From an optimization exercise on the open Yosys and OpenROAD flow, aimed at small area, a short achievable clock period and few clock cycles per item; shortcuts taken in it are not production practice.
Only simulation tests tie the RTL to the original design; equivalence was not proved.
No activity file was given, so power comes from the tool's default toggle rates.

## design/flow/config.mk

```make
export PLATFORM = sky130hd
export DESIGN_NAME = cpu_top
export DESIGN_NICKNAME = cpu_top
export VERILOG_FILES = /design/flow/design.v
export SDC_FILE = /design/flow/constraint.sdc
export NUM_CORES = 4
export LEC_CHECK = 0
export CAP_MARGIN = 10
export CORE_MARGIN = 2
export CORE_UTILIZATION = 60
export CTS_CLUSTER_DIAMETER = 100
export CTS_CLUSTER_SIZE = 24
export SLEW_MARGIN = 10
```

## design/flow/constraint.sdc

```tcl
create_clock -name core_clock -period 10.0 [get_ports {clk}]
set_input_delay 2.0000 -clock core_clock [delete_from_list [all_inputs] [get_ports {clk}]]
set_output_delay 2.0000 -clock core_clock [all_outputs]
set_load 0.01 [all_outputs]
```

## design/flow/design.v

```verilog
`default_nettype none
package cpu_pkg;
    localparam int data_w      = 16;    
    localparam int reg_idx_w   = 4;     
    localparam int imm_w       = 5;     
    localparam int data_addr_w = 8;
    localparam int pc_w        = 8;
    localparam logic [2:0] op_add_sub  = 3'd0;
    localparam logic [2:0] op_slt_mult = 3'd1;
    localparam logic [2:0] op_load     = 3'd2;
    localparam logic [2:0] op_store    = 3'd3;
    localparam logic [2:0] op_beq      = 3'd4;
    localparam logic [2:0] op_jump     = 3'd5;
endpackage
`default_nettype wire
`timescale 1ns/10ps
`default_nettype none
import cpu_pkg::*;
module pc_unit (
    input  wire                clk,
    input  wire                rst_n,
    input  wire                redirect,      
    input  wire [pc_w-1:0]     redirect_pc,
    input  wire                hold,          
    input  wire                jump,          
    input  wire [pc_w-1:0]     jump_pc,
    output logic [pc_w-1:0]    pc
);
    always_ff @(posedge clk or negedge rst_n) begin
        if (!rst_n)
            pc <= '0;
        else if (redirect)
            pc <= redirect_pc;
        else if (jump)
            pc <= jump_pc;
        else if (!hold)
            pc <= pc + pc_w'(1);
    end
endmodule
`default_nettype wire
`timescale 1ns/10ps
`default_nettype none
import cpu_pkg::*;
module reg_file (
    input  wire                        clk,
    input  wire                        rst_n,
    input  wire [reg_idx_w-1:0]        rs_idx,
    input  wire [reg_idx_w-1:0]        rt_idx,
    input  wire                        we,
    input  wire [reg_idx_w-1:0]        wr_idx,
    input  wire [data_w-1:0]           wr_data,
    output logic [data_w-1:0]          rs_data,
    output logic [data_w-1:0]          rt_data
);
    logic [data_w-1:0] regs [16];
    logic [15:0]       written;
    always_ff @(posedge clk or negedge rst_n) begin
        if (!rst_n)
            written <= '0;
        else if (we)
            written[wr_idx] <= 1'b1;
    end
    always_ff @(posedge clk) begin
        if (we)
            regs[wr_idx] <= wr_data;
    end
    always_comb begin
        rs_data = '0;
        rt_data = '0;
        for (int r = 0; r < 16; r++) begin
            rs_data = rs_data | (regs[r] & {data_w{(rs_idx == r[3:0]) && written[r]}});
            rt_data = rt_data | (regs[r] & {data_w{(rt_idx == r[3:0]) && written[r]}});
        end
    end
endmodule
`default_nettype wire
`timescale 1ns/10ps
`default_nettype none
import cpu_pkg::*;
module exec_unit (
    input  wire                clk,
    input  wire [data_w-1:0]   a,
    input  wire [data_w-1:0]   b,
    input  wire                sub,       
    input  wire                slt,
    output logic [data_w-1:0]  alu_out,
    output logic               eq,
    output logic [data_w-1:0]  product    
);
    logic [data_w-1:0] sum;
    logic              lt;
    logic [data_w-1:0] ms;
    logic [data_w-1:0] mc;
    logic [data_w-1:0] ms_q;
    logic [data_w-1:0] mc_q;
    pfx_add #(.W(data_w)) u_alu_add (
        .a   (a),
        .b   (b ^ {data_w{sub}}),
        .cin (sub),
        .sum (sum)
    );
    assign lt      = (a[15] ^ b[15]) ? a[15] : sum[15];
    assign alu_out = slt ? {15'b0, lt} : sum;
    assign eq      = (a == b);
    mul_csa u_mul_csa (
        .a (a),
        .b (b),
        .s (ms),
        .c (mc)
    );
    always_ff @(posedge clk) begin
        ms_q <= ms;
        mc_q <= mc;
    end
    pfx_add #(.W(data_w)) u_mul_add (
        .a   (ms_q),
        .b   (mc_q),
        .cin (1'b0),
        .sum (product)
    );
endmodule
module mul_csa (
    input  wire [15:0] a,
    input  wire [15:0] b,
    output wire [15:0] s,
    output wire [15:0] c
);
    wire one0 = b[0] ^ 1'b0;
    wire two0 = (b[1] & ~b[0] & ~1'b0) | (~b[1] & b[0] & 1'b0);
    wire neg0 = b[1];
    wire p0_0 = (one0 & a[0]) ^ neg0;
    wire p0_1 = ((one0 & a[1]) | (two0 & a[0])) ^ neg0;
    wire p0_2 = ((one0 & a[2]) | (two0 & a[1])) ^ neg0;
    wire p0_3 = ((one0 & a[3]) | (two0 & a[2])) ^ neg0;
    wire p0_4 = ((one0 & a[4]) | (two0 & a[3])) ^ neg0;
    wire p0_5 = ((one0 & a[5]) | (two0 & a[4])) ^ neg0;
    wire p0_6 = ((one0 & a[6]) | (two0 & a[5])) ^ neg0;
    wire p0_7 = ((one0 & a[7]) | (two0 & a[6])) ^ neg0;
    wire p0_8 = ((one0 & a[8]) | (two0 & a[7])) ^ neg0;
    wire p0_9 = ((one0 & a[9]) | (two0 & a[8])) ^ neg0;
    wire p0_10 = ((one0 & a[10]) | (two0 & a[9])) ^ neg0;
    wire p0_11 = ((one0 & a[11]) | (two0 & a[10])) ^ neg0;
    wire p0_12 = ((one0 & a[12]) | (two0 & a[11])) ^ neg0;
    wire p0_13 = ((one0 & a[13]) | (two0 & a[12])) ^ neg0;
    wire p0_14 = ((one0 & a[14]) | (two0 & a[13])) ^ neg0;
    wire p0_15 = ((one0 & a[15]) | (two0 & a[14])) ^ neg0;
    wire one1 = b[2] ^ b[1];
    wire two1 = (b[3] & ~b[2] & ~b[1]) | (~b[3] & b[2] & b[1]);
    wire neg1 = b[3];
    wire p1_0 = (one1 & a[0]) ^ neg1;
    wire p1_1 = ((one1 & a[1]) | (two1 & a[0])) ^ neg1;
    wire p1_2 = ((one1 & a[2]) | (two1 & a[1])) ^ neg1;
    wire p1_3 = ((one1 & a[3]) | (two1 & a[2])) ^ neg1;
    wire p1_4 = ((one1 & a[4]) | (two1 & a[3])) ^ neg1;
    wire p1_5 = ((one1 & a[5]) | (two1 & a[4])) ^ neg1;
    wire p1_6 = ((one1 & a[6]) | (two1 & a[5])) ^ neg1;
    wire p1_7 = ((one1 & a[7]) | (two1 & a[6])) ^ neg1;
    wire p1_8 = ((one1 & a[8]) | (two1 & a[7])) ^ neg1;
    wire p1_9 = ((one1 & a[9]) | (two1 & a[8])) ^ neg1;
    wire p1_10 = ((one1 & a[10]) | (two1 & a[9])) ^ neg1;
    wire p1_11 = ((one1 & a[11]) | (two1 & a[10])) ^ neg1;
    wire p1_12 = ((one1 & a[12]) | (two1 & a[11])) ^ neg1;
    wire p1_13 = ((one1 & a[13]) | (two1 & a[12])) ^ neg1;
    wire one2 = b[4] ^ b[3];
    wire two2 = (b[5] & ~b[4] & ~b[3]) | (~b[5] & b[4] & b[3]);
    wire neg2 = b[5];
    wire p2_0 = (one2 & a[0]) ^ neg2;
    wire p2_1 = ((one2 & a[1]) | (two2 & a[0])) ^ neg2;
    wire p2_2 = ((one2 & a[2]) | (two2 & a[1])) ^ neg2;
    wire p2_3 = ((one2 & a[3]) | (two2 & a[2])) ^ neg2;
    wire p2_4 = ((one2 & a[4]) | (two2 & a[3])) ^ neg2;
    wire p2_5 = ((one2 & a[5]) | (two2 & a[4])) ^ neg2;
    wire p2_6 = ((one2 & a[6]) | (two2 & a[5])) ^ neg2;
    wire p2_7 = ((one2 & a[7]) | (two2 & a[6])) ^ neg2;
    wire p2_8 = ((one2 & a[8]) | (two2 & a[7])) ^ neg2;
    wire p2_9 = ((one2 & a[9]) | (two2 & a[8])) ^ neg2;
    wire p2_10 = ((one2 & a[10]) | (two2 & a[9])) ^ neg2;
    wire p2_11 = ((one2 & a[11]) | (two2 & a[10])) ^ neg2;
    wire one3 = b[6] ^ b[5];
    wire two3 = (b[7] & ~b[6] & ~b[5]) | (~b[7] & b[6] & b[5]);
    wire neg3 = b[7];
    wire p3_0 = (one3 & a[0]) ^ neg3;
    wire p3_1 = ((one3 & a[1]) | (two3 & a[0])) ^ neg3;
    wire p3_2 = ((one3 & a[2]) | (two3 & a[1])) ^ neg3;
    wire p3_3 = ((one3 & a[3]) | (two3 & a[2])) ^ neg3;
    wire p3_4 = ((one3 & a[4]) | (two3 & a[3])) ^ neg3;
    wire p3_5 = ((one3 & a[5]) | (two3 & a[4])) ^ neg3;
    wire p3_6 = ((one3 & a[6]) | (two3 & a[5])) ^ neg3;
    wire p3_7 = ((one3 & a[7]) | (two3 & a[6])) ^ neg3;
    wire p3_8 = ((one3 & a[8]) | (two3 & a[7])) ^ neg3;
    wire p3_9 = ((one3 & a[9]) | (two3 & a[8])) ^ neg3;
    wire one4 = b[8] ^ b[7];
    wire two4 = (b[9] & ~b[8] & ~b[7]) | (~b[9] & b[8] & b[7]);
    wire neg4 = b[9];
    wire p4_0 = (one4 & a[0]) ^ neg4;
    wire p4_1 = ((one4 & a[1]) | (two4 & a[0])) ^ neg4;
    wire p4_2 = ((one4 & a[2]) | (two4 & a[1])) ^ neg4;
    wire p4_3 = ((one4 & a[3]) | (two4 & a[2])) ^ neg4;
    wire p4_4 = ((one4 & a[4]) | (two4 & a[3])) ^ neg4;
    wire p4_5 = ((one4 & a[5]) | (two4 & a[4])) ^ neg4;
    wire p4_6 = ((one4 & a[6]) | (two4 & a[5])) ^ neg4;
    wire p4_7 = ((one4 & a[7]) | (two4 & a[6])) ^ neg4;
    wire one5 = b[10] ^ b[9];
    wire two5 = (b[11] & ~b[10] & ~b[9]) | (~b[11] & b[10] & b[9]);
    wire neg5 = b[11];
    wire p5_0 = (one5 & a[0]) ^ neg5;
    wire p5_1 = ((one5 & a[1]) | (two5 & a[0])) ^ neg5;
    wire p5_2 = ((one5 & a[2]) | (two5 & a[1])) ^ neg5;
    wire p5_3 = ((one5 & a[3]) | (two5 & a[2])) ^ neg5;
    wire p5_4 = ((one5 & a[4]) | (two5 & a[3])) ^ neg5;
    wire p5_5 = ((one5 & a[5]) | (two5 & a[4])) ^ neg5;
    wire one6 = b[12] ^ b[11];
    wire two6 = (b[13] & ~b[12] & ~b[11]) | (~b[13] & b[12] & b[11]);
    wire neg6 = b[13];
    wire p6_0 = (one6 & a[0]) ^ neg6;
    wire p6_1 = ((one6 & a[1]) | (two6 & a[0])) ^ neg6;
    wire p6_2 = ((one6 & a[2]) | (two6 & a[1])) ^ neg6;
    wire p6_3 = ((one6 & a[3]) | (two6 & a[2])) ^ neg6;
    wire one7 = b[14] ^ b[13];
    wire two7 = (b[15] & ~b[14] & ~b[13]) | (~b[15] & b[14] & b[13]);
    wire neg7 = b[15];
    wire p7_0 = (one7 & a[0]) ^ neg7;
    wire p7_1 = ((one7 & a[1]) | (two7 & a[0])) ^ neg7;
    wire s1 = p0_10 ^ p1_8;
    wire c2 = p0_10 & p1_8;
    wire s3 = p0_11 ^ p1_9;
    wire c4 = p0_11 & p1_9;
    wire s5 = p0_12 ^ p1_10 ^ p2_8;
    wire c6 = (p0_12 & p1_10) | (p0_12 & p2_8) | (p1_10 & p2_8);
    wire s7 = p3_6 ^ p4_4;
    wire c8 = p3_6 & p4_4;
    wire s9 = p0_13 ^ p1_11 ^ p2_9;
    wire c10 = (p0_13 & p1_11) | (p0_13 & p2_9) | (p1_11 & p2_9);
    wire s11 = p3_7 ^ p4_5;
    wire c12 = p3_7 & p4_5;
    wire s13 = p0_14 ^ p1_12 ^ p2_10;
    wire c14 = (p0_14 & p1_12) | (p0_14 & p2_10) | (p1_12 & p2_10);
    wire s15 = p3_8 ^ p4_6 ^ p5_4;
    wire c16 = (p3_8 & p4_6) | (p3_8 & p5_4) | (p4_6 & p5_4);
    wire s17 = p6_2 ^ p7_0;
    wire c18 = p6_2 & p7_0;
    wire s19 = p0_15 ^ p1_13 ^ p2_11;
    wire s21 = p3_9 ^ p4_7 ^ p5_5;
    wire s23 = p6_3 ^ p7_1;
    wire s25 = p0_6 ^ p1_4;
    wire c26 = p0_6 & p1_4;
    wire s27 = p0_7 ^ p1_5;
    wire c28 = p0_7 & p1_5;
    wire s29 = p0_8 ^ p1_6 ^ p2_4;
    wire c30 = (p0_8 & p1_6) | (p0_8 & p2_4) | (p1_6 & p2_4);
    wire s31 = p3_2 ^ p4_0;
    wire c32 = p3_2 & p4_0;
    wire s33 = p0_9 ^ p1_7 ^ p2_5;
    wire c34 = (p0_9 & p1_7) | (p0_9 & p2_5) | (p1_7 & p2_5);
    wire s35 = p3_3 ^ p4_1;
    wire c36 = p3_3 & p4_1;
    wire s37 = p2_6 ^ p3_4 ^ p4_2;
    wire c38 = (p2_6 & p3_4) | (p2_6 & p4_2) | (p3_4 & p4_2);
    wire s39 = p5_0 ^ neg5 ^ s1;
    wire c40 = (p5_0 & neg5) | (p5_0 & s1) | (neg5 & s1);
    wire s41 = p2_7 ^ p3_5 ^ p4_3;
    wire c42 = (p2_7 & p3_5) | (p2_7 & p4_3) | (p3_5 & p4_3);
    wire s43 = p5_1 ^ s3 ^ c2;
    wire c44 = (p5_1 & s3) | (p5_1 & c2) | (s3 & c2);
    wire s45 = p5_2 ^ p6_0 ^ neg6;
    wire c46 = (p5_2 & p6_0) | (p5_2 & neg6) | (p6_0 & neg6);
    wire s47 = s5 ^ s7 ^ c4;
    wire c48 = (s5 & s7) | (s5 & c4) | (s7 & c4);
    wire s49 = p5_3 ^ p6_1 ^ s9;
    wire c50 = (p5_3 & p6_1) | (p5_3 & s9) | (p6_1 & s9);
    wire s51 = s11 ^ c6 ^ c8;
    wire c52 = (s11 & c6) | (s11 & c8) | (c6 & c8);
    wire s53 = neg7 ^ s13 ^ s15;
    wire c54 = (neg7 & s13) | (neg7 & s15) | (s13 & s15);
    wire s55 = s17 ^ c10 ^ c12;
    wire c56 = (s17 & c10) | (s17 & c12) | (c10 & c12);
    wire s57 = s19 ^ s21 ^ s23;
    wire s59 = c14 ^ c16 ^ c18;
    wire s61 = p0_4 ^ p1_2;
    wire c62 = p0_4 & p1_2;
    wire s63 = p0_5 ^ p1_3;
    wire c64 = p0_5 & p1_3;
    wire s65 = p2_2 ^ p3_0 ^ neg3;
    wire c66 = (p2_2 & p3_0) | (p2_2 & neg3) | (p3_0 & neg3);
    wire s67 = p2_3 ^ p3_1 ^ s27;
    wire c68 = (p2_3 & p3_1) | (p2_3 & s27) | (p3_1 & s27);
    wire s69 = neg4 ^ s29 ^ s31;
    wire c70 = (neg4 & s29) | (neg4 & s31) | (s29 & s31);
    wire s71 = s33 ^ s35 ^ c30;
    wire c72 = (s33 & s35) | (s33 & c30) | (s35 & c30);
    wire s73 = s37 ^ s39 ^ c34;
    wire c74 = (s37 & s39) | (s37 & c34) | (s39 & c34);
    wire s75 = s41 ^ s43 ^ c38;
    wire c76 = (s41 & s43) | (s41 & c38) | (s43 & c38);
    wire s77 = s45 ^ s47 ^ c42;
    wire c78 = (s45 & s47) | (s45 & c42) | (s47 & c42);
    wire s79 = s49 ^ s51 ^ c46;
    wire c80 = (s49 & s51) | (s49 & c46) | (s51 & c46);
    wire s81 = s53 ^ s55 ^ c50;
    wire c82 = (s53 & s55) | (s53 & c50) | (s55 & c50);
    wire s83 = s57 ^ s59 ^ c54;
    wire s85 = p0_2 ^ p1_0;
    wire c86 = p0_2 & p1_0;
    wire s87 = p0_3 ^ p1_1;
    wire c88 = p0_3 & p1_1;
    wire s89 = p2_0 ^ neg2 ^ s61;
    wire c90 = (p2_0 & neg2) | (p2_0 & s61) | (neg2 & s61);
    wire s91 = p2_1 ^ s63 ^ c62;
    wire c92 = (p2_1 & s63) | (p2_1 & c62) | (s63 & c62);
    wire s93 = s25 ^ s65 ^ c64;
    wire c94 = (s25 & s65) | (s25 & c64) | (s65 & c64);
    wire s95 = c26 ^ s67 ^ c66;
    wire c96 = (c26 & s67) | (c26 & c66) | (s67 & c66);
    wire s97 = c28 ^ s69 ^ c68;
    wire c98 = (c28 & s69) | (c28 & c68) | (s69 & c68);
    wire s99 = c32 ^ s71 ^ c70;
    wire c100 = (c32 & s71) | (c32 & c70) | (s71 & c70);
    wire s101 = c36 ^ s73 ^ c72;
    wire c102 = (c36 & s73) | (c36 & c72) | (s73 & c72);
    wire s103 = c40 ^ s75 ^ c74;
    wire c104 = (c40 & s75) | (c40 & c74) | (s75 & c74);
    wire s105 = c44 ^ s77 ^ c76;
    wire c106 = (c44 & s77) | (c44 & c76) | (s77 & c76);
    wire s107 = c48 ^ s79 ^ c78;
    wire c108 = (c48 & s79) | (c48 & c78) | (s79 & c78);
    wire s109 = c52 ^ s81 ^ c80;
    wire c110 = (c52 & s81) | (c52 & c80) | (s81 & c80);
    wire s111 = c56 ^ s83 ^ c82;
    assign s[0] = p0_0;
    assign c[0] = neg0;
    assign s[1] = p0_1;
    assign c[1] = 1'b0;
    assign s[2] = neg1;
    assign c[2] = s85;
    assign s[3] = s87;
    assign c[3] = c86;
    assign s[4] = s89;
    assign c[4] = c88;
    assign s[5] = s91;
    assign c[5] = c90;
    assign s[6] = s93;
    assign c[6] = c92;
    assign s[7] = s95;
    assign c[7] = c94;
    assign s[8] = s97;
    assign c[8] = c96;
    assign s[9] = s99;
    assign c[9] = c98;
    assign s[10] = s101;
    assign c[10] = c100;
    assign s[11] = s103;
    assign c[11] = c102;
    assign s[12] = s105;
    assign c[12] = c104;
    assign s[13] = s107;
    assign c[13] = c106;
    assign s[14] = s109;
    assign c[14] = c108;
    assign s[15] = s111;
    assign c[15] = c110;
endmodule
module pfx_add #(
    parameter int W = 16
) (
    input  wire [W-1:0]  a,
    input  wire [W-1:0]  b,
    input  wire          cin,
    output wire [W-1:0]  sum
);
    localparam int L = (W <= 8) ? 3 : 4;    
    wire [(L+1)*W-1:0] g;
    wire [(L+1)*W-1:0] p;
    assign g[0] = (a[0] & b[0]) | (cin & (a[0] ^ b[0]));
    assign p[0] = a[0] ^ b[0];
    assign g[W-1:1] = a[W-1:1] & b[W-1:1];
    assign p[W-1:1] = a[W-1:1] ^ b[W-1:1];
    genvar l, i;
    generate
        for (l = 0; l < L; l++) begin : g_lvl
            for (i = 0; i < W; i++) begin : g_bit
                if ((i >> l) & 1) begin : g_op
                    localparam int j = ((i >> l) << l) - 1;
                    assign g[(l+1)*W + i] = g[l*W + i] | (p[l*W + i] & g[l*W + j]);
                    assign p[(l+1)*W + i] = p[l*W + i] & p[l*W + j];
                end else begin : g_pass
                    assign g[(l+1)*W + i] = g[l*W + i];
                    assign p[(l+1)*W + i] = p[l*W + i];
                end
            end
        end
    endgenerate
    assign sum = a ^ b ^ {g[L*W +: W-1], cin};
endmodule
`default_nettype wire
`timescale 1ns/10ps
`default_nettype none
import cpu_pkg::*;
module cpu_control (
    input  wire [data_w-1:0]     w,
    output logic                 reads_rs,
    output logic                 reads_rt,
    output logic                 writes,
    output logic [reg_idx_w-1:0] wr_idx,
    output logic                 is_alu,     
    output logic                 is_sub,     
    output logic                 is_slt,
    output logic                 is_mult,
    output logic                 is_load,
    output logic                 is_store,
    output logic                 is_beq
);
    logic [2:0] opc;
    assign opc = w[15:13];
    assign is_load  = (opc == op_load);
    assign is_store = (opc == op_store);
    assign is_beq   = (opc == op_beq);
    assign is_mult  = (opc == op_slt_mult) && w[0];
    assign is_slt   = (opc == op_slt_mult) && !w[0];
    assign is_alu   = (opc == op_add_sub) || is_slt;
    assign is_sub   = ((opc == op_add_sub) && w[0]) || is_slt;
    assign reads_rs = (opc <= op_beq);
    assign reads_rt = (opc <= op_beq) && (opc != op_load);
    assign writes   = (opc <= op_load);
    assign wr_idx   = is_load ? w[8:5] : w[4:1];
endmodule
`default_nettype wire
`timescale 1ns/10ps
`default_nettype none
import cpu_pkg::*;
module cpu_top #(
    parameter int inst_addr_w = 8
) (
    input  wire                     clk,
    input  wire                     rst_n,
    input  wire [data_w-1:0]        inst_rdata,
    input  wire [data_w-1:0]        data_rdata,
    output logic [inst_addr_w-1:0]  inst_addr,
    output logic [data_addr_w-1:0]  data_addr,
    output logic [data_w-1:0]       data_wdata,
    output logic                    data_we,
    output logic                    io_stall
);
    logic              i_valid;
    logic              d_valid;
    logic              d_stall;      
    logic [pc_w-1:0]   d_btgt;
    logic [data_w-1:0] ir;
    logic              e_valid;
    logic [data_w-1:0] e_a;
    logic [data_w-1:0] e_b;
    logic [pc_w-1:0]   e_addr;
    logic [pc_w-1:0]   e_btgt;
    logic              e_writes;
    logic [3:0]        e_wd;
    logic              e_alu;
    logic              e_sub;
    logic              e_slt;
    logic              e_load;
    logic              e_mult;
    logic              e_beq;
    logic              w_we;
    logic [3:0]        w_rd;
    logic              w_load;
    logic              w_mult;
    logic [data_w-1:0] w_res;
    logic              stall_q;
    logic              we_q;
    logic              redirect;
    logic              hz_i;
    logic              jump_i;
    logic              beq_self_i;
    logic [pc_w-1:0]   jump_pc_i;
    logic [pc_w-1:0]   btgt_i;       
    logic [2:0]        opc_i;
    logic              i_reads_rs;
    logic              i_reads_rt;
    logic              d_late;
    assign opc_i      = inst_rdata[15:13];
    assign beq_self_i = (opc_i == op_beq) && (inst_rdata[12:9] == inst_rdata[8:5]);
    assign jump_i     = i_valid && ((opc_i == op_jump) || beq_self_i);
    assign btgt_i     = inst_addr + {{3{inst_rdata[4]}}, inst_rdata[4:0]};
    assign jump_pc_i  = beq_self_i ? btgt_i : inst_rdata[7:0];
    assign i_reads_rs = (opc_i <= op_store) || ((opc_i == op_beq) && !beq_self_i);
    assign i_reads_rt = (opc_i != op_load) && i_reads_rs;
    assign hz_i = i_valid && d_late && !redirect &&
                  ((i_reads_rs && (inst_rdata[12:9] == ir_wd)) ||
                   (i_reads_rt && (inst_rdata[8:5] == ir_wd)));
    logic [3:0] ir_wd;
    pc_unit u_pc_unit (
        .clk         (clk),
        .rst_n       (rst_n),
        .redirect    (redirect),
        .redirect_pc (e_btgt),
        .hold        (hz_i),
        .jump        (jump_i && !redirect),
        .jump_pc     (jump_pc_i),
        .pc          (inst_addr)
    );
    always_ff @(posedge clk or negedge rst_n) begin
        if (!rst_n)
            i_valid <= 1'b0;
        else
            i_valid <= !(redirect || hz_i || jump_i);
    end
    always_ff @(posedge clk or negedge rst_n) begin
        if (!rst_n) begin
            d_valid <= 1'b0;
            d_stall <= 1'b0;
        end else begin
            if (!d_stall)
                d_valid <= i_valid && !redirect;
            d_stall <= hz_i;
        end
    end
    always_ff @(posedge clk) begin
        if (!d_stall) begin
            ir   <= inst_rdata;
            d_btgt <= btgt_i;
        end
    end
    logic                 d_reads_rs;
    logic                 d_reads_rt;
    logic                 d_writes;
    logic [3:0]           d_wd;
    logic                 d_alu;
    logic                 d_sub;
    logic                 d_slt;
    logic                 d_mult;
    logic                 d_load;
    logic                 d_store;
    logic                 d_beq;
    logic [3:0]           d_rs;
    logic [3:0]           d_rt;
    logic [data_w-1:0]    rf_a;
    logic [data_w-1:0]    rf_b;
    logic [data_w-1:0]    d_a;
    logic [data_w-1:0]    d_b;
    logic [data_w-1:0]    alu_out;
    logic [data_w-1:0]    product;
    logic [data_w-1:0]    w_data;
    logic                 e_eq;
    logic                 e_fwd;      
    logic                 hit_ea;
    logic                 hit_eb;
    logic                 hit_wa;
    logic                 hit_wb;
    logic                 d_go;       
    assign d_rs  = ir[12:9];
    assign d_rt  = ir[8:5];
    assign ir_wd = d_wd;
    cpu_control u_cpu_control (
        .w        (ir),
        .reads_rs (d_reads_rs),
        .reads_rt (d_reads_rt),
        .writes   (d_writes),
        .wr_idx   (d_wd),
        .is_alu   (d_alu),
        .is_sub   (d_sub),
        .is_slt   (d_slt),
        .is_mult  (d_mult),
        .is_load  (d_load),
        .is_store (d_store),
        .is_beq   (d_beq)
    );
    assign d_late = d_valid && !d_stall && (d_load || d_mult);
    reg_file u_reg_file (
        .clk     (clk),
        .rst_n   (rst_n),
        .rs_idx  (d_rs),
        .rt_idx  (d_rt),
        .we      (w_we),
        .wr_idx  (w_rd),
        .wr_data (w_data),
        .rs_data (rf_a),
        .rt_data (rf_b)
    );
    assign e_fwd  = e_valid && e_writes && e_alu;
    assign hit_ea = e_fwd && (e_wd == d_rs);
    assign hit_eb = e_fwd && (e_wd == d_rt);
    assign hit_wa = w_we && (w_rd == d_rs);
    assign hit_wb = w_we && (w_rd == d_rt);
    assign d_a = hit_ea ? alu_out : hit_wa ? w_data : rf_a;
    assign d_b = hit_eb ? alu_out : hit_wb ? w_data : rf_b;
    assign redirect = e_valid && e_beq && e_eq;
    logic [7:0] imm8;
    logic [7:0] imm8_p1;
    logic [7:0] bx8;
    logic [7:0] cs_s;
    logic [7:0] cs_c;
    logic [7:0] addr_sum;
    logic [7:0] addr_e;
    logic [7:0] addr_d;
    logic       e_lt;
    assign imm8    = {{3{ir[4]}}, ir[4:0]};
    assign imm8_p1 = imm8 + 8'd1;
    assign bx8     = e_b[7:0] ^ {8{e_sub}};
    assign cs_s    = e_a[7:0] ^ bx8 ^ imm8;
    assign cs_c    = (e_a[7:0] & bx8) | (e_a[7:0] & imm8) | (bx8 & imm8);
    assign e_lt    = alu_out[0];
    pfx_add #(.W(8)) u_addr_e_add (
        .a   (cs_s),
        .b   ({cs_c[6:0], 1'b0}),
        .cin (e_sub),
        .sum (addr_sum)
    );
    assign addr_e = e_slt ? (e_lt ? imm8_p1 : imm8) : addr_sum;
    pfx_add #(.W(8)) u_addr_d_add (
        .a   (hit_wa ? w_data[7:0] : rf_a[7:0]),
        .b   (imm8),
        .cin (1'b0),
        .sum (addr_d)
    );
    assign d_go     = d_valid && !d_stall && !redirect;
    always_ff @(posedge clk or negedge rst_n) begin
        if (!rst_n)
            e_valid <= 1'b0;
        else
            e_valid <= d_go;
    end
    always_ff @(posedge clk) begin
        e_a      <= d_a;
        e_b      <= d_b;
        e_addr   <= hit_ea ? addr_e : addr_d;
        e_btgt   <= d_btgt;
        e_writes <= d_writes;
        e_wd     <= d_wd;
        e_alu    <= d_alu;
        e_sub    <= d_sub;
        e_slt    <= d_slt;
        e_load   <= d_load;
        e_mult   <= d_mult;
        e_beq    <= d_beq && (d_rs != d_rt);
    end
    exec_unit u_exec_unit (
        .clk     (clk),
        .a       (e_a),
        .b       (e_b),
        .sub     (e_sub),
        .slt     (e_slt),
        .alu_out (alu_out),
        .eq      (e_eq),
        .product (product)
    );
    always_ff @(posedge clk or negedge rst_n) begin
        if (!rst_n) begin
            stall_q <= 1'b1;
            we_q    <= 1'b0;
        end else begin
            stall_q <= !d_go;
            we_q    <= d_go && d_store;
        end
    end
    assign io_stall   = stall_q;
    assign data_we    = we_q;
    assign data_addr  = e_addr;
    assign data_wdata = e_b;
    always_ff @(posedge clk or negedge rst_n) begin
        if (!rst_n)
            w_we <= 1'b0;
        else
            w_we <= e_valid && e_writes;
    end
    always_ff @(posedge clk) begin
        w_rd   <= e_wd;
        w_load <= e_load;
        w_mult <= e_mult;
        w_res  <= alu_out;
    end
    assign w_data = w_load ? data_rdata : w_mult ? product : w_res;
endmodule
`default_nettype wire
```

## design/flow/flow/run.sh

```bash
#!/bin/bash
# Standard layout with two changes:
# - timing repair aims below the clock period: the repair steps treat any
#   path with less than SETUP_SLACK_MARGIN ns of slack as failing, so they
#   keep improving the worst path past the 10 ns constraint (TNS_END_PERCENT
#   0: only the worst path, which sets the achieved period);
# - the port buffers are plain buf_2 cells rather than the delay cell that
#   buffer_ports picks by default.
cp standard.sh standard.sh.txt
cp config.mk config.mk.txt
export SETUP_SLACK_MARGIN=7
export TNS_END_PERCENT=0
export BUFFER_PORTS_ARGS="-buffer_cell sky130_fd_sc_hd__buf_2"
bash standard.sh > standard.log 2>&1
```

## design/flow/standard.sh

```bash
#!/bin/bash
# synth_recipe.tcl (not shown) runs the flow's synth.tcl, then flattens the netlist and writes it again
# the make line also repeats each setting of config.mk as NAME=value (left out here)
make -C /OpenROAD-flow-scripts/flow DESIGN_CONFIG=/design/flow/config.mk WORK_HOME=/design/flow/orfs CLKGATE_MAP_FILE= SYNTH_SCRIPT=/design/flow/synth_recipe.tcl "${@:-finish}"
```

==> results of run 1 <==
==> stage by stage <==
stage | total power, mW | cells | util [%] | instance area, um2
2_1_floorplan | 4.67 | 2300 | - | 23700
3_3_place_gp | 5.46 | 2770 | 63.2 | 24500
3_5_place_dp | 5.56 | 2770 | 63.2 | 24500
4_1_cts | 6.74 | 2880 | 68.1 | 26400
5_1_grt | 7.31 | 2895 | 68.9 | 26700
6_report | 6.87 | 2895 | 68.9 | 26700
==> routing by layer <==
layer	global-route usage, %	part of all wire (%)	routed length [um]
met5	0	0	0
met4	13.9	4.7	3730
met3	9.51	14	10800
met2	56.0	43	33800
met1	53.4	39	30700
==> state kept, by name (all words and copies together) (netlist names), 4 cells and up <==
| register | flops |
|---|---|
| u_exec_unit.mc_q | 15 |
| e_btgt | 8 |
| u_pc_unit.pc | 8 |
| e_a | 16 |
| w_res | 16 |
| u_reg_file.regs | 256 |
| w_rd | 4 |
| d_btgt | 8 |
| ir | 16 |
| e_addr | 8 |
| u_reg_file.written | 16 |
| e_wd | 4 |
| u_exec_unit.ms_q | 16 |
| e_b | 16 |
==> where the power goes <==
part / internal [mW] / switching (mW) / total, mW
Clock: 0.444 / 0.580 / 1.02
Sequential: 2.30 / 0.267 / 2.56
Combinational: 1.34 / 1.94 / 3.28
Total: 4.08 / 2.79 / 6.87
==> worst max-delay path, cell delays in order, from the launching register on <==
cell and delay (ps):
edfxtp_1 530, and2_4 240, and3_4 190, buf_12 130, buf_4 160, a22oi_2 210
nand2_2 90, nor4_4 370, a21oi_4 130, ha_1 290, a21o_1 180, a21o_1 180
a21o_1 180, a21o_1 180, a21oi_2 140, xnor3_1 220, mux2i_1 120
==> cells by family (layout without fill, tap and decap cells) <==
group           Yosys count  after routing
xor+xnor                139            139
mux                      55             55
buf+inv                 287            364
fa+ha+maj               131            131
flops                   423            423
simple gates            604            604
compound gates          661            661
==> worst min-delay path by stage <==
stage / start / end / slack [ps]
CTS: e_load / w_load / 340
detailed placement: e_load / w_load / 310
finish: e_load / w_load / 340
global placement: e_load / w_load / 310
global route: e_load / w_load / 340
floorplan: e_load / w_load / 310
==> layout by cell type, fill, tap and decap left out, types with 11 or more instances in the layout <==
master	netlist	layout
xnor2_1	64	62
mux2i_1	40	36
a211oi_1	15	13
a221oi_1	23	21
edfxtp_1	280	280
nand2b_1	18	17
a22oi_2	0	17
mux2_2	15	15
nand4_1	14	14
and3_1	35	24
nor4_1	33	26
inv_1	105	100
dfrtp_1	30	30
buf_4	2	117
nor2_1	146	128
o22ai_1	25	25
a21oi_1	106	99
xor2_1	74	74
ha_1	69	68
o21ai_0	107	102
nor2b_1	18	13
nand2_1	257	251
and3_4	0	11
clkbuf_16	0	25
buf_2	3	67
nand3_1	23	22
buf_12	0	19
a21o_1	32	32
nor3_1	23	19
a22oi_1	262	245
fa_1	53	50
o211ai_1	27	27
clkbuf_1	155	14
dfxtp_1	112	96
nor2_2	0	14
==> layout make-up <==
class | instances | area (um2) | share of cell area (%)
clock buffer | 37 | 628 | 2.35
clock inverter | 3 | 48.8 | 0.183
inverter | 105 | 404 | 1.51
multi-input combinational | 1590 | 11600 | 43.5
sequential | 423 | 11500 | 42.9
tap | 518 | 648 | 2.43
timing repair buffer | 219 | 1900 | 7.11
==> timing repair <==
| item | 4_1_cts | 5_1_grt |
|---|---|---|
| gates cloned | 4 | 2 |
| endpoints found under the setup margin | 201 | 264 |
| setup buffers | 66 | 13 |
| pin swaps | 37 | 23 |
| gates resized for setup | 141 | 37 |
==> impl_metrics.ini, run 1 <==
[yosys]
synth-simple-area-share_pct = 11.7
synth-seq-cells = 423
yosys-top-cells-area = edfxtp_1 36%, dfxtp_1 9.5%, a22oi_1 8.3%
synth.avg_cell_area_um2 = 10.3
synth_top_area_share_pct = 35.7
synth.most_common_cell = edfxtp_1
ys.flop_type = edfxtp_1
async_flop_share_pct = 7.33
synth_compound_area_share_pct = 19.0
synthXorXnorAreaFrac_pct = 5.22
yosysUniqueCellTypes = 68
synth_edf_count = 280
syn_area_mm2 = 0.0236
seq_area_frac_synth_pct = 48.5
synthesis.nets = 2456
synth_fa_ha_area_share_pct = 8.54
syn_inst = 2300
synth_top_family_by_area = compound AO/OA/AOI/OAI gates
synth_commonest_cells = 280 x edfxtp_1, 262 x a22oi_1, 257 x nand2_1, 155 x clkbuf_1, 146 x nor2_1
yosys-mux-area-fraction_pct = 2.41
synth_top_cell_by_area = edfxtp_1
ys_warn_count = 4

[detailed_routing]
first_pass_iters = 7
vias = 19600
drcViolationCount = 0
drt-initial-drc-count = 2805
ant_nets = 0
drt_wl_total_um = 79100
wl_per_cell_um = 27.3
routed_via_density = 6.75

[sta]
slew_violations = 0
hold_violations = 0
setup_slack_ps = 6400
relSlewSlack_pct = 23.9
holdWs_ps = 335
period_share_pct = 36.0
period_needed_ps = 3600
skew_ps = 42.4
worstMarginPinSlew_ps = 1140
setup_tns_ps = 0
setup_viol = 0
rsz0062_at_grt = yes
fmax_mhz = 278

[worst_setup_path]
crit_required_ps = 10530
worst_r2r_path_depth = 16
crit_end = e_addr[7]
startpoint = ir[9]
r2r_setup_slack_ps = 6400
arrival_ps = 4130
end_kind = register
crit_path_start_kind = register
crit_type = reg2reg
cp_max_fo = 5
rr_endpoint = e_addr[7]
r2r_start = ir[9]

[final_layout]
fill_cells = 2945
final_nets = 2517
drive_gt1_share_pct = 16.5
n_antenna_cell = 0
area_growth_pct = 13.2

[cts]
path_clk_slew_ps = 100
cts_buffer_depth = 3
insertion_delay_ps = 590
cts_sinks = 423
htreeDepth = 1
cts_tree = done
hold_buffers = 0
root_buffer = clkbuf_16
cts_buffers = 22

[place]
place.port_buffers = 67
place_congestion = 0.949
pre_cts_ws_ps = 5630
hpwl_um = 47800

[grt]
grt_pass1_wl_um = 115000
antenna_found_initial = 0
grt_usage_pct = 37.6
grt_max_degree = 54
grt_remaining_overflow = 0
grt_pass1_vias = 18500

[floorplan]
die_h_um = 202
fp.dieW_um = 202
core_region_area_mm2 = 0.0387
io_pins = 68
start_util_pct = 60.9
num_rows = 72
dieArea_mm2 = 0.0409

[worst_hold_path]
holdCritPathClass = reg2reg
hold_path_depth = 0

[job]
maxCapViolCount = 0

[power_and_ir_drop]
power_density_mw_per_mm2 = 257
ir_worst_vdd_mv = 0.190
leakage_nw = 10.8

[outcome]
status = no timing/DRC/antenna violations
Testbench counts, summed over its fixed seeds: cycles 60,777, instrs 50,571.
==> inputs of run 2 (changes only) <==
--- a/design/flow/flow/run.sh
+++ b/design/flow/flow/run.sh
@@ -10,3 +10,3 @@
 cp config.mk config.mk.txt
-export SETUP_SLACK_MARGIN=7
+export SETUP_SLACK_MARGIN=6.1
 export TNS_END_PERCENT=0
--- a/design/flow/config.mk
+++ b/design/flow/config.mk
@@ -7,3 +7,3 @@
 export LEC_CHECK = 0
-export CAP_MARGIN = 10
+export CAP_MARGIN = 20
 export CORE_MARGIN = 2
@@ -12,2 +12,2 @@
 export CTS_CLUSTER_SIZE = 24
-export SLEW_MARGIN = 10
+export SLEW_MARGIN = 20
==> impl_metrics.ini, run 2 <==
[detailed_routing]
drcViolationCount = 0
met2_wirelength_um = 32700
top_layer_used = met4
m1WireLength_um = 30100
ant_nets = 0
met3_length_um = 10100
drt-initial-drc-count = 2763
routed_via_density = 6.80
first_pass_iters = 6
wl_per_cell_um = 27.1
vias = 19100
drt_wl_total_um = 76100

[sta]
holdWs_ps = 338
hold_violations = 0
fmax_mhz = 248
skew_ps = 37.9
setup_tns_ps = 0
worstMarginPinSlew_ps = 1220
period_share_pct = 40.3
relSlewSlack_pct = 18.9
setup_viol = 0
rsz0062_at_grt = yes
period_needed_ps = 4030
slew_violations = 0

[yosys]
yosysUniqueCellTypes = 68
synth.most_common_cell = edfxtp_1
yosys-top-cells-area = edfxtp_1 36%, dfxtp_1 9.5%, a22oi_1 8.3%
ys.flop_type = edfxtp_1
async_flop_share_pct = 7.33
synth_top_area_share_pct = 35.7
ys_warn_count = 4
seq_area_frac_synth_pct = 48.5
synth_top_cell_by_area = edfxtp_1
synth-seq-cells = 423
synthesis.nets = 2456
syn_inst = 2300
synth_edf_count = 280
syn_area_mm2 = 0.0236
synth_commonest_cells = 280 x edfxtp_1, 262 x a22oi_1, 257 x nand2_1, 155 x clkbuf_1, 146 x nor2_1
synth.avg_cell_area_um2 = 10.3

[grt]
grt_max_degree = 73
antenna_found_initial = 0
grt_pass1_wl_um = 113000
grt_pass1_vias = 18200
grt_remaining_overflow = 0
grt_usage_pct = 37.0

[power_and_ir_drop]
leakage_nw = 10.2
power_density_mw_per_mm2 = 262
power_mw = 6.60
ir_worst_vdd_mv = 0.203

[cts]
cts_buffer_depth = 3
cts_tree = done
htreeDepth = 1
insertion_delay_ps = 590
root_buffer = clkbuf_16
path_clk_slew_ps = 100
cts_buffers = 22
cts_sinks = 423

[floorplan]
fp.dieW_um = 202
num_rows = 72
dieArea_mm2 = 0.0409
io_pins = 68
core_region_area_mm2 = 0.0387
die_h_um = 202
start_util_pct = 60.9

[worst_hold_path]
hp-start = e_mult
holdCritPathClass = reg2reg
hold_end = w_mult
hold_path_depth = 0

[final_layout]
drive_gt1_share_pct = 9.81
fin_util_pct = 65.1
final_nets = 2433
largest_reg_flops = 256
post-route-cell-area_mm2 = 0.0252
mostFrequentLayoutCells = 280 x edfxtp_1, 262 x a22oi_1, 256 x nand2_1
area_growth_pct = 6.94
mostFrequentLayoutCell = edfxtp_1
largest-register = u_reg_file.regs
n_antenna_cell = 0

[worst_setup_path]
crit_path_start_kind = register
rr_endpoint = e_addr[7]
end_kind = register
crit_required_ps = 10520
arrival_ps = 4550
r2r_setup_slack_ps = 5970
r2r_start = ir[12]
crit_type = reg2reg
worst_r2r_path_depth = 15
cp_max_fo = 11

[place]
post_dp_cell_area_mm2 = 0.0244
place.port_buffers = 67
place_congestion = 0.932
hpwl_um = 49000

[outcome]
status = no timing/DRC/antenna violations

[job]
maxCapViolCount = 0
## run 2: cell counts after synthesis
No cell type changed its count.
## run 2: metrics by stage
stage	worst slack (ps)	std cells
2_1_floorplan	6100	2300
3_3_place_gp	5660	2767
3_5_place_dp	5570	2768
4_1_cts	6040	2811
5_1_grt	5830	2811
6_report	5970	2811
## run 2: cell families (layout without fill, tap and decap cells)
| family | Yosys count | in the layout | synth area share (%) |
|---|---|---|---|
| AOI/OAI and AO/OA | 661 | 661 | 19.0 |
| xor gates and xnor gates | 139 | 139 | 5.22 |
| adders and majority gates | 131 | 131 | 8.54 |
| buffers and inverters | 287 | 280 | 4.65 |
| DFF | 423 | 423 | 48.5 |
| muxes | 55 | 55 | 2.41 |
| and+or+nand+nor | 604 | 604 | 11.7 |
## run 2: worst max path at each step
stage | start | to | slack, ps | cells after the start
final | ir[12] | e_addr[7] | 5970 | 15
after global placement | data_rdata[2] | e_addr[7] | 5660 | 13
after global routing | e_b[1] | u_exec_unit.ms_q[15] | 5830 | 12
after CTS | ir[11] | e_addr[7] | 6040 | 18
after floorplan | e_b[3] | u_exec_unit.ms_q[15] | 6100 | 15
after detailed placement | inst_rdata[12] | u_pc_unit.pc[1] | 5570 | 9
## run 2: power breakdown
part           total [mW]  leakage (nW)  internal (mW)  switching [mW]
sequential           2.53          3.87           2.29           0.240
clock                1.03         0.327          0.450           0.584
combinational        3.04          5.96           1.18            1.86
total                6.60          10.2           3.92            2.68
## run 2: what timing repair did
item | CTS | global route
buffers inserted | 3 | 0
endpoints found under the setup margin | 13 | 25
gates cloned | 0 | 0
hold buffers | 0 | 0
resized for setup | 13 | 1
## run 2: critical path: stages, from the launching register on
cell	delay (ps)
edfxtp_1	540
nor2b_1	300
and3_1	540
buf_4	380
a22oi_1	100
nand2_1	110
nor4_2	70
a21oi_2	350
ha_1	310
a21o_1	160
a21o_1	220
a21o_1	180
a21o_1	200
a21oi_2	120
xnor3_1	220
mux2i_1	120
## run 2: cell type report
type                            count  area, um2
Clock buffer                       37        638
Clock inverter                      3       48.8
Fill cell                        3076      13500
Inverter                          105        398
Multi-Input combinational cell   1590      11200
Sequential cell                   423      11400
Tap cell                          518        648
Timing Repair Buffer              135        865
## run 2: per-layer routing
metal,up-vias,GRT usage [%]
met5,-,0.595
met4,0,13.0
met3,244,8.32
met2,1341,55.0
met1,9160,53.5
li1,8369,-
==> inputs of run 3 (changes only) <==
--- a/design/flow/flow/run.sh
+++ b/design/flow/flow/run.sh
@@ -10,3 +10,3 @@
 cp config.mk config.mk.txt
-export SETUP_SLACK_MARGIN=6.1
+export SETUP_SLACK_MARGIN=6.7
 export TNS_END_PERCENT=0
==> impl_metrics.ini, run 3 <==
[floorplan]
die_h_um = 202
num_rows = 72
core_region_area_mm2 = 0.0387
fp.dieW_um = 202
start_util_pct = 60.9
dieArea_mm2 = 0.0409
io_pins = 68

[worst_setup_path]
crit_path_start_kind = register
cp_max_fo = 5
r2r_start = ir[9]
rr_endpoint = e_addr[7]
max_stage_delay_ps = 530
end_kind = register
crit_required_ps = 10530
crit_slowest_cell = edfxtp_1
path_buf_inv = 2
path_delay_family = compound AO/OA/AOI/OAI gates
crit_top_cell = a21o_1
crit_type = reg2reg
worst_r2r_path_depth = 16
cp_cell_sequence = and2_4 > and3_4 > buf_12 > buf_4 > a22oi_2 > nand2_2 > nor4_4 > a21oi_4 > ha_1 > a21o_1 > a21o_1 > a21o_1 > a21o_1 > a21oi_2 > xnor3_1 > mux2i_1
arrival_ps = 4120
r2r_setup_slack_ps = 6400

[yosys]
synth_commonest_cells = 280 x edfxtp_1, 262 x a22oi_1, 257 x nand2_1, 155 x clkbuf_1, 146 x nor2_1
synth_top_area_share_pct = 35.7
synth-seq-cells = 423
syn_area_mm2 = 0.0236
synth_top_cell_by_area = edfxtp_1
yosysUniqueCellTypes = 68
synth.most_common_cell = edfxtp_1
ys_warn_count = 4
seq_area_frac_synth_pct = 48.5
synth.avg_cell_area_um2 = 10.3
syn_inst = 2300
synthesis.nets = 2456
synth_edf_count = 280
ys.flop_type = edfxtp_1
yosys-top-cells-area = edfxtp_1 36%, dfxtp_1 9.5%, a22oi_1 8.3%
async_flop_share_pct = 7.33

[power_and_ir_drop]
ir_worst_vdd_mv = 0.190
pwr-share-comb_pct = 47.8
power_density_mw_per_mm2 = 257
p_sw_mw = 2.79
p_seq_share_pct = 37.3
leakage_nw = 10.8
clkPwrFrac_pct = 14.9
switching_share_pct = 40.6
internal-power_mw = 4.08

[cts]
htreeDepth = 1
cts_tree = done
cts_buffers = 22
insertion_delay_ps = 590
cts_buffer_depth = 3
hold_buffers = 0
path_clk_slew_ps = 100
root_buffer = clkbuf_16
cts_sinks = 423

[place]
pre_cts_ws_ps = 5630
place.port_buffers = 67
place_congestion = 0.949
hpwl_um = 47800

[final_layout]
fill_cells = 2946
largest-register = u_reg_file.regs
n_antenna_cell = 0
final_nets = 2517
largest_reg_flops = 256
drive_gt1_share_pct = 16.5
area_growth_pct = 13.2
mostFrequentLayoutCell = edfxtp_1
mostFrequentLayoutCells = 280 x edfxtp_1, 251 x nand2_1, 245 x a22oi_1

[sta]
skew_ps = 41.6
worstMarginPinSlew_ps = 1130
period_share_pct = 36.0
setup_tns_ps = 0
hold_violations = 0
slew_violations = 0
period_needed_ps = 3600
relSlewSlack_pct = 24.4
rsz0062_at_grt = yes
setup_slack_ps = 6400
fmax_mhz = 278
setup_viol = 0

[grt]
grt_pass1_vias = 18500
grt_pass1_wl_um = 115000
grt_remaining_overflow = 0
antenna_found_initial = 0
grt_max_degree = 54
grt_usage_pct = 37.6

[job]
maxCapViolCount = 0

[detailed_routing]
wl_per_cell_um = 27.3
routed_via_density = 6.78
drt_wl_total_um = 79000
drcViolationCount = 0
ant_nets = 0
first_pass_iters = 7
drt-initial-drc-count = 2805
vias = 19600

[worst_hold_path]
hp-start = e_load
hold_end = w_load
hold_path_depth = 0
holdCritPathClass = reg2reg

[outcome]
status = no timing/DRC/antenna violations
[run 3: cell counts after synthesis]
No cell type changed its count.
[run 3: repair_timing]
action	CTS	global route
setup endpoints to repair	104	131
gates resized for setup	141	36
pin swaps	37	23
cloned	4	2
setup buffers	66	13
[run 3: cells by family (layout without fill, tap and decap cells)]
kind of cell | Yosys count | in the layout | share of synthesized area (%)
AOI/OAI and AO/OA | 661 | 661 | 19.0
and+or+nand+nor | 604 | 604 | 11.7
DFF | 423 | 423 | 48.5
buffers and inverters | 287 | 364 | 4.65
xor gates and xnor gates | 139 | 139 | 5.22
adders and majority gates | 131 | 131 | 8.54
muxes | 55 | 55 | 2.41
[run 3: worst max path at each step]
stage                               from         endpoint  slack, ps  depth (start not counted)
after global routing              ir[11]        e_addr[6]       6310                         16
after detailed placement  inst_rdata[12]  u_pc_unit.pc[1]       5630                          9
after CTS                         ir[10]        e_addr[7]       6440                         18
after global placement    inst_rdata[12]  u_pc_unit.pc[0]       5760                          9
after floorplan            data_rdata[2]        e_addr[7]       6200                         12
final                              ir[9]        e_addr[7]       6400                         16
[run 3: metal layers]
layer  wire [um]  GRT usage [%]
met1       30700           53.4
met2       33700           56.0
met3       10800           9.51
met4        3800           13.9
met5           0              0
[run 3: stage by stage]
| stage | util (%) | hold slack [ps] | area [um2] | instances | power (mW) |
|---|---|---|---|---|---|
| after CTS | 68.1 | 337 | 26400 | 2880 | 6.74 |
| after detailed placement | 63.2 | 314 | 24500 | 2770 | 5.56 |
| final | 68.9 | 335 | 26700 | 2895 | 6.87 |
| after floorplan | - | 310 | 23700 | 2300 | 4.67 |
| after global routing | 68.9 | 345 | 26700 | 2895 | 7.31 |
| after global placement | 63.2 | 314 | 24500 | 2770 | 5.46 |
[run 3: power groups by stage]
stage	logic (mW)	registers (mW)	clock network, mW
global route	3.63	2.59	1.09
detailed placement	2.99	2.57	0
global placement	2.90	2.56	0
finish	3.28	2.56	1.02
CTS	3.17	2.55	1.03
floorplan	2.21	2.46	0
[run 3: final cells by class]
class | count | area, um2 | area share, %
tap | 518 | 648 | 2.43
clock buffer | 37 | 628 | 2.35
clock inverter | 3 | 48.8 | 0.183
sequential | 423 | 11500 | 42.9
inverter | 105 | 404 | 1.51
timing repair buffer | 219 | 1900 | 7.11
multi-input combinational | 1590 | 11600 | 43.5
==> inputs of run 4 (changes only) <==
--- a/design/flow/flow/run.sh
+++ b/design/flow/flow/run.sh
@@ -10,3 +10,3 @@
 cp config.mk config.mk.txt
-export SETUP_SLACK_MARGIN=6.7
+export SETUP_SLACK_MARGIN=6.5
 export TNS_END_PERCENT=0
==> impl_metrics.ini, run 4 <==
[outcome]
status = no timing/DRC/antenna violations

[sta]
hold_violations = 0
setup_tns_ps = 0
setup_slack_ps = 6390
worstMarginPinSlew_ps = 1120
period_share_pct = 36.1
relSlewSlack_pct = 25.5
rsz0062_at_grt = yes
setup_viol = 0
skew_ps = 39.3
fmax_mhz = 277
period_needed_ps = 3610
slew_violations = 0

[detailed_routing]
first_pass_iters = 7
top_layer_used = met4
drcViolationCount = 0
drt-initial-drc-count = 2733
vias = 19500
m1WireLength_um = 31000
wl_per_cell_um = 27.0
met2_wirelength_um = 34000
drt_wl_total_um = 78200
routed_via_density = 6.75
met3_length_um = 10000
ant_nets = 0

[worst_setup_path]
path_delay_family = compound AO/OA/AOI/OAI gates
end_kind = register
startpoint = data_rdata[2]
crit_slowest_cell = ha_1
path_buf_inv = 2
max_stage_delay_ps = 260
cp_max_fo = 18
r2r_start = ir[10]
arrival_ps = 4130
crit_path_start_kind = input pin
cp_cell_sequence = buf_2 > a21oi_4 > inv_4 > nor2_4 > a21oi_4 > ha_1 > a21o_1 > a21o_1 > a21o_1 > a21o_1 > a21oi_2 > xnor3_1 > mux2i_1
crit_top_cell = a21o_1
crit_type = in2reg
crit_required_ps = 10520

[cts]
cts_buffer_depth = 3
hold_buffers = 0
path_clk_slew_ps = 100
cts_buffers = 22
htreeDepth = 1
insertion_delay_ps = 590
cts_sinks = 423
root_buffer = clkbuf_16
cts_tree = done

[power_and_ir_drop]
power_mw = 6.86
p_sw_mw = 2.78
switching_share_pct = 40.5
ir_worst_vdd_mv = 0.193
p_seq_share_pct = 37.3
clkPwrFrac_pct = 14.9
internal-power_mw = 4.08
pwr-share-comb_pct = 47.8
power_density_mw_per_mm2 = 257
leakage_nw = 10.7

[grt]
grt_pass1_wl_um = 112000
grt_remaining_overflow = 0
antenna_found_initial = 0
grt_usage_pct = 36.5
grt_pass1_vias = 18100
grt_max_degree = 60

[final_layout]
largest-register = u_reg_file.regs
stdcell_count = 2892
final_nets = 2514
fill_cells = 2941
post-route-cell-area_mm2 = 0.0266
drive_gt1_share_pct = 16.3
mostFrequentLayoutCells = 280 x edfxtp_1, 251 x a22oi_1, 249 x nand2_1
n_antenna_cell = 0
largest_reg_flops = 256
mostFrequentLayoutCell = edfxtp_1
area_growth_pct = 13.0

[floorplan]
io_pins = 68
dieArea_mm2 = 0.0409
die_h_um = 202
num_rows = 72
start_util_pct = 60.9
fp.dieW_um = 202
core_region_area_mm2 = 0.0387

[place]
placed_cells = 2770
hpwl_um = 47800
place.port_buffers = 67
post_dp_cell_area_mm2 = 0.0245
place_congestion = 0.949
pre_cts_ws_ps = 5630

[yosys]
synth_top_cell_by_area = edfxtp_1
syn_area_mm2 = 0.0236
synth_top_area_share_pct = 35.7
seq_area_frac_synth_pct = 48.5
synth_edf_count = 280
yosysUniqueCellTypes = 68
yosys-top-cells-area = edfxtp_1 36%, dfxtp_1 9.5%, a22oi_1 8.3%
synth-seq-cells = 423
ys_warn_count = 4
synth.most_common_cell = edfxtp_1
async_flop_share_pct = 7.33
synthesis.nets = 2456
syn_inst = 2300
synth.avg_cell_area_um2 = 10.3
synth_commonest_cells = 280 x edfxtp_1, 262 x a22oi_1, 257 x nand2_1, 155 x clkbuf_1, 146 x nor2_1
ys.flop_type = edfxtp_1

[job]
maxCapViolCount = 0

[worst_hold_path]
hp-start = e_load
holdCritPathClass = reg2reg
run 4: changes by cell type in the layout (fill, tap and decap cells not counted), sizes merged:
cell      delta
clkinvlp     +1
inv          -1
clkbuf       +3
buf          -4
bufbuf       -2
run 4: final timing paths:
check	to	slack, ps	cells after the start
min in group asynchronous	u_pc_unit.pc[2]	1480	1
min	w_load	340	0
max in group asynchronous	u_reg_file.written[3]	7980	1
min reg2reg	w_load	340	0
max reg2reg	e_addr[7]	6400	18
max	e_addr[7]	6390	13
run 4: kinds of logic after synthesis:
| kind of cell | Yosys count | share of synthesized area [%] |
|---|---|---|
| multiplexers | 55 | 2.41 |
| AO/OA/AOI/OAI | 661 | 19.0 |
| XOR/XNOR | 139 | 5.22 |
| AND/OR/NAND/NOR | 604 | 11.7 |
| flip-flops | 423 | 48.5 |
| buffers and inverters | 287 | 4.65 |
| adder cells (fa/ha/maj) | 131 | 8.54 |
run 4: per-stage QoR:
stage                     util (%)  hold WS [ps]
after floorplan                  -           310
after global placement        63.2           314
after detailed placement      63.2           314
after CTS                     65.6           337
after global routing          68.8           345
final                         68.8           335
run 4: layer usage:
| layer | vias to the layer above | track usage (%) |
|---|---|---|
| met2 | 1349 | 54.6 |
| met4 | 0 | 13.0 |
| met3 | 243 | 8.13 |
| met5 | - | 0 |
| li1 | 8533 | - |
| met1 | 9384 | 52.6 |
run 4: final cells by class:
type | count | area [um2] | share of cell area (%)
clock buffer | 37 | 628 | 2.36
clock inverter | 3 | 48.8 | 0.183
inverter | 105 | 408 | 1.53
multi-input combinational | 1590 | 11600 | 43.4
sequential | 423 | 11500 | 43.1
tap | 518 | 648 | 2.43
timing repair buffer | 216 | 1870 | 7.02
run 4: power groups by stage:
stage,Combinational (mW),Sequential [mW],Clock [mW]
global route,3.64,2.58,1.09
CTS,3.05,2.54,1.03
finish,3.28,2.56,1.02
floorplan,2.21,2.46,0
global placement,2.90,2.56,0
detailed placement,2.99,2.57,0
run 4: what timing repair did:
action                     CTS  global route
cloned                       2             5
pin swaps                    0            42
resized for setup           30           146
setup endpoints to repair   47            58
buffers inserted             7            68
==> inputs of run 5 (changes only) <==
--- a/design/flow/flow/run.sh
+++ b/design/flow/flow/run.sh
@@ -10,3 +10,3 @@
 cp config.mk config.mk.txt
-export SETUP_SLACK_MARGIN=6.5
+export SETUP_SLACK_MARGIN=6.4
 export TNS_END_PERCENT=0
==> impl_metrics.ini, run 5 <==
[sta]
worstMarginPinSlew_ps = 1100
relSlewSlack_pct = 26.4
period_needed_ps = 3640
fmax_mhz = 274
period_share_pct = 36.4
skew_ps = 44.3
hold_violations = 0
rsz0062_at_grt = yes
setup_viol = 0
slew_violations = 0
setup_tns_ps = 0

[yosys]
synth_top_area_share_pct = 35.7
ys_warn_count = 4
synth_commonest_cells = 280 x edfxtp_1, 262 x a22oi_1, 257 x nand2_1, 155 x clkbuf_1, 146 x nor2_1
synth_fa_ha_area_share_pct = 8.54
seq_area_frac_synth_pct = 48.5
synth-simple-area-share_pct = 11.7
synth-seq-cells = 423
syn_area_mm2 = 0.0236
syn_inst = 2300
synth.most_common_cell = edfxtp_1
synth.avg_cell_area_um2 = 10.3
ys.flop_type = edfxtp_1
synth_top_cell_by_area = edfxtp_1
yosys-top-cells-area = edfxtp_1 36%, dfxtp_1 9.5%, a22oi_1 8.3%
synth_top_family_by_area = compound AO/OA/AOI/OAI gates
synthesis.nets = 2456
synth_compound_area_share_pct = 19.0
yosysUniqueCellTypes = 68
synth_edf_count = 280
async_flop_share_pct = 7.33
yosys-mux-area-fraction_pct = 2.41
synthXorXnorAreaFrac_pct = 5.22

[floorplan]
dieArea_mm2 = 0.0409
fp.dieW_um = 202
start_util_pct = 60.9
core_region_area_mm2 = 0.0387
num_rows = 72
die_h_um = 202
io_pins = 68

[final_layout]
mostFrequentLayoutCells = 280 x edfxtp_1, 255 x a22oi_1, 252 x nand2_1
final_nets = 2475
multi_input_area_mm2 = 0.0114
area_growth_pct = 10.5
post-route-cell-area_mm2 = 0.0260
fill_cells = 3028
largest-register = u_reg_file.regs
stdcell_count = 2853
mostFrequentLayoutCell = edfxtp_1
regArea_mm2 = 0.0115
largest_reg_flops = 256
fin_util_pct = 67.2
drive_gt1_share_pct = 13.7
n_antenna_cell = 0

[grt]
grt_pass1_vias = 18000
antenna_found_initial = 0
grt_max_degree = 66
grt_pass1_wl_um = 111000
grt_remaining_overflow = 0
grt_usage_pct = 36.2

[cts]
cts_buffer_depth = 3
cts_sinks = 423
root_buffer = clkbuf_16
path_clk_slew_ps = 100
cts_tree = done
htreeDepth = 1
cts_buffers = 22
hold_buffers = 0
insertion_delay_ps = 590

[place]
hpwl_um = 47800
post_dp_cell_area_mm2 = 0.0245
placed_cells = 2770
place.port_buffers = 67
place_congestion = 0.949

[power_and_ir_drop]
leakage_nw = 10.5
power_mw = 6.75
ir_worst_vdd_mv = 0.195
power_density_mw_per_mm2 = 259

[detailed_routing]
wl_per_cell_um = 26.8
routed_via_density = 6.73
drcViolationCount = 0
drt_wl_total_um = 76400
drt-initial-drc-count = 2586
ant_nets = 0
first_pass_iters = 9
vias = 19200

[worst_setup_path]
crit_slowest_cell = edfxtp_1
max_stage_delay_ps = 550
crit_type = reg2reg
cp_max_fo = 16
path_buf_inv = 1
arrival_ps = 4170
cp_cell_sequence = and2_4 > and3_1 > buf_6 > a22oi_1 > nand2_1 > nor4_4 > a21oi_4 > ha_1 > a21o_1 > a21o_1 > a21o_1 > a21o_1 > a21oi_2 > xnor3_1 > mux2i_1
crit_required_ps = 10530
path_delay_family = compound AO/OA/AOI/OAI gates
crit_top_cell = a21o_1
crit_path_start_kind = register
end_kind = register

[job]
maxCapViolCount = 0

[outcome]
status = no timing/DRC/antenna violations

[worst_hold_path]
holdCritPathClass = reg2reg
==> run 5: cell count changes in the layout (fill, tap and decap cells not counted), sizes merged <==
| cell | previous run | this run |
|---|---|---|
| buf | 209 | 174 |
| bufbuf | 2 | 0 |
| clkbuf | 42 | 40 |
| clkinvlp | 3 | 2 |
| inv | 104 | 105 |
==> run 5: area by class of cell <==
cell class	instances	area share [%]
Multi-Input combinational cell	1590	43.9
Clock buffer	37	2.41
Tap cell	518	2.49
Clock inverter	3	0.187
Timing Repair Buffer	177	5.42
Sequential cell	423	44.0
Inverter	105	1.55
==> run 5: through the flow <==
stage	worst slack (ps)	hold slack [ps]
floorplan	6200	310
global placement	5760	314
detailed placement	5630	314
CTS	6070	337
global route	6280	345
finish	6360	335
==> run 5: where the power goes <==
part | internal [mW] | switching [mW]
clock | 0.444 | 0.578
sequential | 2.30 | 0.263
combinational | 1.27 | 1.90
total | 4.01 | 2.74
==> run 5: path summary, 6_finish.rpt <==
path	from	to	slack, ps	cells after the start
worst max-delay path	ir[9]	e_addr[7]	6360	15
worst min-delay path	e_load	w_load	340	0
worst max register to register	ir[9]	e_addr[7]	6360	15
worst min register to register	e_load	w_load	340	0
max in group asynchronous	rst_n	u_reg_file.written[3]	8010	1
min in group asynchronous	rst_n	u_pc_unit.pc[2]	1470	1
==> run 5: cells by family (layout without fill, tap and decap cells) <==
kind of cell             Yosys count  after routing
multiplexers                      55             55
AO/OA/AOI/OAI                    661            661
XOR/XNOR                         139            139
AND/OR/NAND/NOR                  604            604
flip-flops                       423            423
adder cells (fa/ha/maj)          131            131
buffers and inverters            287            322
==> run 5: per-layer routing <==
metal  track usage, %  vias up  wire length [um]
met3             7.93      208              9780
met4             12.7        0              2950
met5                0        -                 0
li1                 -     8456                 -
met1             52.5     9253             30500
met2             54.1     1270             33200
==> run 5: worst reg2reg max path: stages (launching register included) <==
cell      delay (ps)
edfxtp_1         550
and2_4           220
and3_1           170
buf_6            200
a22oi_1          220
nand2_1          140
nor4_4           430
a21oi_4          140
ha_1             310
a21o_1           180
a21o_1           200
a21o_1           170
a21o_1           180
a21oi_2          120
xnor3_1          220
mux2i_1          120
==> run 5: repair_timing <==
| action | CTS | global route |
|---|---|---|
| resized for setup | 13 | 113 |
| setup buffers | 3 | 37 |
| pin swaps | 0 | 17 |
| endpoints found under the setup margin | 36 | 32 |
| gates cloned | 0 | 3 |
==> inputs of run 6 (changes only) <==
--- a/design/flow/config.mk
+++ b/design/flow/config.mk
@@ -12,2 +12,3 @@
 export CTS_CLUSTER_SIZE = 24
+export PLACE_DENSITY = 0.8
 export SLEW_MARGIN = 20
==> impl_metrics.ini, run 6 <==
[grt]
grt_usage_pct = 35.5
met1_usage_pct = 48.8
met3_usage_pct = 10.1
busiest_layer = met2
use_met2_pct = 52.7
antenna_found_initial = 1
grt_remaining_overflow = 0
grt_max_degree = 73
grt_pass1_vias = 18600

[floorplan]
io_pins = 68
die_h_um = 202
num_rows = 72
start_util_pct = 60.9
dieArea_mm2 = 0.0409
core_region_area_mm2 = 0.0387

[cts]
cts_tree = done
htreeDepth = 1
root_buffer = clkbuf_16
hold_buffers = 0
cts_buffer_depth = 3
insertion_delay_ps = 580
path_clk_slew_ps = 100
cts_buffers = 22

[outcome]
status = no timing/DRC/antenna violations

[yosys]
ys_warn_count = 4
async_flop_share_pct = 7.33
ys.flop_type = edfxtp_1
yosysUniqueCellTypes = 68
synth_top_area_share_pct = 35.7
syn_area_mm2 = 0.0236
synth_commonest_cells = 280 x edfxtp_1, 262 x a22oi_1, 257 x nand2_1, 155 x clkbuf_1, 146 x nor2_1
yosys-top-cells-area = edfxtp_1 36%, dfxtp_1 9.5%, a22oi_1 8.3%
synth_edf_count = 280
synthesis.nets = 2456
synth_top_cell_by_area = edfxtp_1

[sta]
slew_violations = 0
holdWs_ps = 338
period_needed_ps = 3850
skew_ps = 56.1
setup_tns_ps = 0
worstMarginPinSlew_ps = 1280
fmax_mhz = 260
relSlewSlack_pct = 14.9
period_share_pct = 38.5

[detailed_routing]
vias = 19600
wl_per_cell_um = 26.5
drcViolationCount = 0
ant_nets = 0
drt-initial-drc-count = 3301
first_pass_iters = 8

[final_layout]
stdcell_count = 2829
multi_input_area_mm2 = 0.0113
final_nets = 2451
mostFrequentLayoutCell = edfxtp_1
drive_gt1_share_pct = 12.2
fill_cells = 2914
area_growth_pct = 8.88
mostFrequentLayoutCells = 280 x edfxtp_1, 261 x a22oi_1, 255 x nand2_1

[power_and_ir_drop]
ir_worst_vdd_mv = 0.149
leakage_nw = 10.3

[worst_setup_path]
cp_cell_sequence = nor2b_4 > and3_1 > buf_12 > buf_4 > buf_4 > a22oi_1 > nand2_1 > nor4_1 > mux2i_2 > ha_1 > a21o_1 > a21oi_2 > xnor3_1 > mux2i_1
max_stage_delay_ps = 800
path_delay_family = simple AND/OR/NAND/NOR gates
crit_type = reg2reg
crit_required_ps = 10480
crit_path_start_kind = register
arrival_ps = 4330
cp_max_fo = 7

[job]
maxCapViolCount = 0

[place]
place_congestion = 0.918

[worst_hold_path]
holdCritPathClass = reg2reg
-- run 6: cell types whose count changed in the layout (fill, tap and decap cells not counted), sizes merged --
cell and change:
buf -25, clkbuf +1, inv -1, clkinv +1
-- run 6: metal layers --
| metal | vias to the layer above | part of all wire, % |
|---|---|---|
| met5 | - | 0 |
| met4 | 0 | 5.0 |
| met3 | 319 | 15 |
| met2 | 1623 | 43 |
| met1 | 9259 | 37 |
| li1 | 8395 | - |
-- run 6: report_power, final --
| part | leakage [nW] | internal, mW | total [mW] | switching (mW) |
|---|---|---|---|---|
| registers | 3.88 | 2.30 | 2.56 | 0.268 |
| clock network | 0.318 | 0.436 | 1.01 | 0.572 |
| logic | 6.12 | 1.27 | 3.18 | 1.92 |
| total | 10.3 | 4.00 | 6.76 | 2.76 |
-- run 6: cell families after synthesis --
logic type | count (synthesis) | share of synthesized area, %
compound gates | 661 | 19.0
xor+xnor | 139 | 5.22
fa+ha+maj | 131 | 8.54
buf+inv | 287 | 4.65
flops | 423 | 48.5
mux | 55 | 2.41
simple gates | 604 | 11.7
-- run 6: path summary, 6_finish.rpt --
kind / depth (start not counted) / slack, ps / start / end
min in group asynchronous: 1 / 1480 / rst_n / u_reg_file.written[3]
setup reg to reg: 14 / 6150 / ir[10] / e_addr[7]
setup / recovery: 14 / 6150 / ir[10] / e_addr[7]
hold reg to reg: 0 / 340 / e_mult / w_mult
max in group asynchronous: 1 / 8010 / rst_n / u_reg_file.written[10]
hold / removal: 0 / 340 / e_mult / w_mult
-- run 6: through the flow --
stage | util [%] | worst slack (ps) | power [mW] | cell area, um2
after floorplan | - | 6200 | 4.67 | 23700
after global placement | 63.0 | 5830 | 5.44 | 24400
after detailed placement | 63.0 | 5630 | 5.59 | 24400
after CTS | 65.0 | 6140 | 6.58 | 25200
after global routing | 66.3 | 6090 | 7.13 | 25700
final | 66.3 | 6150 | 6.76 | 25700
-- run 6: final cells by class --
type                       count  area share, %
timing repair buffer         153           4.54
tap                          518           2.52
clock inverter                 3          0.205
inverter                     105           1.57
clock buffer                  37           2.40
sequential                   423           44.6
multi-input combinational   1590           44.1
-- run 6: worst reg2reg max path, cell delays in order (launching register included) --
cell and delay (ps):
edfxtp_1 550, nor2b_4 200, and3_1 190, buf_12 150, buf_4 140, buf_4 130, a22oi_1 170, nand2_1 80
nor4_1 800, mux2i_2 290, ha_1 390, a21o_1 220, a21oi_2 130, xnor3_1 220, mux2i_1 130
-- run 6: repair_timing --
action	4_1_cts	5_1_grt
hold endpoints to repair	0	0
resized for setup	12	74
setup endpoints to repair	38	64
cloned	0	3
buffers inserted	5	19
pin swaps	0	5
